Source: an optimization exercise on an open RTL-to-GDS flow (aim: small area, a short achievable clock period and few clock cycles per item). Production flows keep margins and buffers that such runs may drop. Where RTL was checked, it was by simulation tests only, not by an equivalence proof against the original. Power figures rest on the tool's default switching activity, not on a simulated workload.

## indigo
Design pipe_prefix_adder, start of the top module:
module pipe_prefix_adder #(
  parameter int WIDTH     = 68,
  parameter int REG_EVERY = 2,
  parameter int TAG_W     = 4,
  parameter int BLK       = 4
) (
  input  logic             clk,
  input  logic             rst,
  input  logic             in_valid,
  output logic             in_ready,
  input  logic [WIDTH-1:0] a,
  input  logic [WIDTH-1:0] b,
  input  logic             cin,
  input  logic             op,
  input  logic [TAG_W-1:0] tag,
  output logic             out_valid,
  input  logic             out_ready,
  output logic [WIDTH-1:0] sum,
  output logic             cout,
  output logic             ovf,
  output logic             zero,
  output logic [TAG_W-1:0] tag_o
);
Size: about 760 cells after synthesis, roughly 220 I/O pins, roughly 0.0081 mm^2 of cells after synthesis.
Settings: LEC_CHECK=0, CAP_MARGIN=20, CORE_MARGIN=2, CORE_UTILIZATION=40, SETUP_SLACK_MARGIN=1.5, SLEW_MARGIN=20; clock period 4.5 ns.
run.sh (not shown) runs the stock make flow with config.mk's settings and CLKGATE_MAP_FILE= SYNTH_SCRIPT=/design/flow/synth_recipe.tcl, a recipe that flattens the netlist after the stock synthesis.
indigo reached the end of the flow, and the finished layout is clean on the timing, design-rule and antenna checks.
Modified inputs, amber compared to indigo
--- a/flow/config.mk
+++ b/flow/config.mk
@@ -7,0 +8,2 @@
+export ABC_AREA = 1
+export ABC_CLOCK_PERIOD_IN_PS = 1500
Findings:
- amber gives less sequential fraction of total cell area than indigo did.
- Of the two values seen for slowest cell on the critical path, sky130_fd_sc_hd__clkdlybuf4s50_1 was produced by amber and sky130_fd_sc_hd__fa_2 by indigo.
- Taking indigo over amber, the routed wire length ratio works out to 0.886.
- Count of inserted tapcells: indigo and amber compared, lower one is indigo
- On worst setup slack after placement, the higher figure sits with amber, not indigo.
Relative to amber, the following input files were edited for nickel:
--- a/flow/config.mk
+++ b/flow/config.mk
@@ -8,2 +7,0 @@
-export ABC_AREA = 1
-export ABC_CLOCK_PERIOD_IN_PS = 1500
@@ -13 +10,0 @@
-export SETUP_SLACK_MARGIN = 1.5
Notes after the runs:
[compare] base=amber new=nickel: proportion of power drawn by the clock network fell by 1.4 points; met2 wire length has decreased; data required time at the worst endpoint saw little to no change; global routing met2 resource utilization now smaller; first-iteration DRC count now smaller. Between nickel and amber, it is nickel whose routed wire length is lower, by 14%. Looking at simple-gate area share of the yosys netlist, nickel sits below amber. In summary, nickel completed successfully, with a layout that passed the timing, design-rule and antenna checks.
No functional check of the RTL was part of any run of this note.

* * *

Setup of run A:
Another version of the RTL of pipe_prefix_adder (not shown whole).
Size in the first run: ~1200 cells after synthesis, roughly 86 flip-flops, ~220 I/O pins, about 0.0083 mm² of cells after synthesis.
// pipe_prefix_adder
module pipe_prefix_adder #(
  parameter int WIDTH     = 68,
  parameter int REG_EVERY = 2,
  parameter int TAG_W     = 4,
  parameter int BLK       = 5,
  parameter int EB        = 4
) (
  input  logic             clk,
  input  logic             rst,
  input  logic             in_valid,
  output logic             in_ready,
  input  logic [WIDTH-1:0] a,
  input  logic [WIDTH-1:0] b,
  input  logic             cin,
  input  logic             op,
  input  logic [TAG_W-1:0] tag,
  output logic             out_valid,
  input  logic             out_ready,
  output logic [WIDTH-1:0] sum,
  output logic             cout,
  output logic             ovf,
  output logic             zero,
  output logic [TAG_W-1:0] tag_o
);
  localparam int NB  = (WIDTH + BLK - 1) / BLK;    
  localparam int TLO = (NB - 1) * BLK;             
  function automatic integer lg2(input integer v);
    integer r;
    r = 0;
    while ((1 << r) < v) r = r + 1;
    lg2 = r;
  endfunction
  logic [WIDTH-1:0] bx, p, g, s0_d;
  logic             c0;
  assign bx = op ? ~b : b;
  assign c0 = op | cin;
  assign p  = a ^ bx;
  assign g  = a & bx;
  logic [NB-1:0] eg, ep;
  logic          g_top_d;
  assign eg[0] = c0;
  assign ep[0] = 1'b0;
  for (genvar j = 0; j < NB; j++) begin : g_blk
    localparam int LO = j * BLK;
    localparam int HI = (LO + BLK < WIDTH) ? LO + BLK - 1 : WIDTH - 1;
    localparam int N  = HI - LO + 1;
    logic [N:0] lc;    
    logic [N:0] gc;    
    if (j == 0) begin : g_ci
      assign lc[0] = c0;
    end else begin : g_cz
      assign lc[0] = 1'b0;
    end
    assign gc[0] = 1'b0;
  ...
clock: 4.5 ns
lec_check: 0
abc_area: 1
cap_margin: 20
core_margin: 2
core_utilization: 55
cts_buf_list: sky130_fd_sc_hd__clkbuf_8
setup_slack_margin: 1.65
slew_margin: 20
standard.sh (not shown) runs the stock make flow with config.mk's settings and CLKGATE_MAP_FILE= SYNTH_SCRIPT=/design/flow/synth_recipe.tcl, a recipe that flattens the netlist after the stock synthesis.
==> flow/flow/run.sh <==
#!/bin/bash
# The standard layout, with two changes:
#  - synthesis skips the full/half-adder extraction (ADDER_MAP_FILE empty),
#    leaving all arithmetic to abc; it is otherwise the standard synthesis;
#  - each port gets a buf_1 as its port buffer.
set -e
export BUFFER_PORTS_ARGS="-buffer_cell sky130_fd_sc_hd__buf_1"
ADDER_MAP_FILE= bash standard.sh synth > synth.log 2>&1
bash standard.sh > standard.log 2>&1
Testbench counts of run A, summed over its fixed seeds: cycles 24,008, items 24,000.
The inputs of run B differ from those of run A as listed below.
Settings: CORE_UTILIZATION changed from 55 to 40; CTS_CLUSTER_SIZE newly set to 30.
--- a/flow/flow/run.sh
+++ b/flow/flow/run.sh
@@ -2 +2 @@
-# The standard layout, with two changes:
+# The standard layout, with these changes:
@@ -5 +5,3 @@
-#  - each port gets a buf_1 as its port buffer.
+#  - each port gets a buf_1 as its port buffer;
+#  - clock tree synthesis adds no dummy loads.
+# Each step's output goes to its own log in this folder.
@@ -9 +11 @@
-bash standard.sh > standard.log 2>&1
+bash standard.sh finish "CTS_ARGS=-sink_clustering_enable -repair_clock_nets -buf_list sky130_fd_sc_hd__clkbuf_8 -dont_use_dummy_load" > standard.log 2>&1
Notes after the runs:
Setup WNS run A -> run B: better. [run B vs run A] ratio of final minimum period to clock period: lower in run B. Compared with run A, run B shows a lower fraction of the core area covered by cells at the end of the flow. Compared with run A, run B shows critical path depth lower by 10.
[inputs] run C vs run B
==> flow/flow/run.sh <==
#!/bin/bash
# The standard layout, with two changes:
#  - synthesis skips the full/half-adder extraction (ADDER_MAP_FILE empty),
#    leaving all arithmetic to abc; it is otherwise the standard synthesis;
#  - each port gets a buf_1 as its port buffer.
set -e
export BUFFER_PORTS_ARGS="-buffer_cell sky130_fd_sc_hd__buf_1"
ADDER_MAP_FILE= bash standard.sh synth > synth.log 2>&1
bash standard.sh > standard.log 2>&1
### Flow results
Taking run B as the reference, in run C number of fillers in the final layout was more or less identical, via count of the first global-routing pass stayed essentially flat, number of ordinary and repair buffers in the finished layout level, switching part of the total went down, design area picked up an extra about 0.6%.
Looking at run C and run B, the wire length is a wash.
Run C vs run B on post-layout minimum cycle time: run C is the higher one.
Diff run C..run B | starting utilization of the core area | unchanged
Share of power burned in the clock network delta for run C relative to run B: 3.0 points higher
Here is what was changed in the inputs of run D compared with run C.
Settings: a change of CTS_CLUSTER_SIZE from 30 to 50.
==> run notes <==
- Combinational group share of total power: run C vs run D — no meaningful difference
- Any difference in minimum setup slack among reg-to-reg paths between run C and run D is small enough to ignore.
- Going from run C to run D, count of placed standard cells including taps flat, internal portion of total power level.
- Reported for run C and run D, number of antenna violations at the first check in global routing turned out identical to the last digit.
- Diff run D..run C | worst slew slack as a fraction of its limit | unchanged
- Final period demand of the worst path came out exactly the same in run C and run D.
Changes in run E relative to run D:
Settings: a deleted CTS_CLUSTER_SIZE that had been 50; a deleted CTS_BUF_LIST that had been sky130_fd_sc_hd__clkbuf_8.
Results
Run D → run E: summed area of non-filler cells in the final layout went up; total wire length did not really move; global-route met3 utilization went up; sequential share of layout area went down; fmax did not really move. reg2out as the type of the worst setup path was reported by run D, and in2reg by run E. Run E vs run D — first-pass iteration count of the detailed router dropped 1. Looking at the reports, run E completed the entire flow and the layout it produced met the timing, design-rule and antenna checks. Looking at part of the power in combinational logic across run D and run E, the one that comes out higher is run D. Run E ends up with a time the final worst path needs with I/O delays and setup that is 0.0065 ns higher than in run D. Going from run D to run E, sequential power share shrinks by 2.5 points. Diff run E..run D | flop and latch count out of synthesis | unchanged.
Here is what was changed in the inputs of run F compared with run E.
Settings: TNS_END_PERCENT: unset -> 10; SETUP_SLACK_MARGIN: 1.65 -> 2.1.
==> run notes <==
Via count grows by a few percent when moving from run E to run F. Diff run E -> run F | number of nets in the layout | up by a few percent. In the metrics for run E and run F, the one carrying the lower count of non-filler cells in the finished layout is run E. In the metrics for run E and run F, the one carrying the higher count of clock buffers in the final design is run E.

## afterwards: timing with drivers on the ports
The flow's constraints put no driver on any port. The routed layouts listed below were extracted and timed again, unchanged, in two steps.
Step 1 sets driving cells, clkbuf_16 on the clock port and buf_2 on the other inputs (assumed; they add their load-dependent delay and slew).
Step 2 also shifts input and output timing later by t, the mid clock arrival at the registers, as if the neighbouring blocks saw the same clock.
a / b / c = ideal / step 1 / step 2; a / b = the first two.
| run | t (ns) | slack for setup (ns) | hold slack, ns | worst slew at a driven data input, ns |
|---|---|---|---|---|
| indigo | 0.392 | 1.115 / 0.956 / 0.565 | 0.688 / 0.663 / 0.869 | 0.28 |
| amber | 0.400 | 1.192 / 1.067 / 0.667 | 0.683 / 0.654 / 1.022 | 0.27 |
| nickel | 0.395 | 0.452 / 0.472 / 0.077 | 0.593 / 0.593 / 0.593 | 0.06 |
| run A | 0.405 | 1.816 / 1.735 / 1.330 | 0.316 / 0.297 / 0.703 | 0.18 |
| run B | 0.413 | 1.849 / 1.804 / 1.452 | 0.325 / 0.300 / 0.713 | 0.06 |
| run C | 0.414 | 1.841 / 1.799 / 1.476 | 0.316 / 0.293 / 0.707 | 0.06 |
| run D | 0.414 | 1.841 / 1.799 / 1.476 | 0.316 / 0.293 / 0.707 | 0.06 |
| run E | 0.394 | 1.835 / 1.825 / 1.443 | 0.347 / 0.319 / 0.712 | 0.06 |
| run F | 0.403 | 2.040 / 1.876 / 1.473 | 0.343 / 0.313 / 0.716 | 0.23 |
After both steps setup and hold are still met in every run listed. The setup slack of run F, which loses most, moves by -0.164 ns with the drivers and by -0.567 ns with both steps.
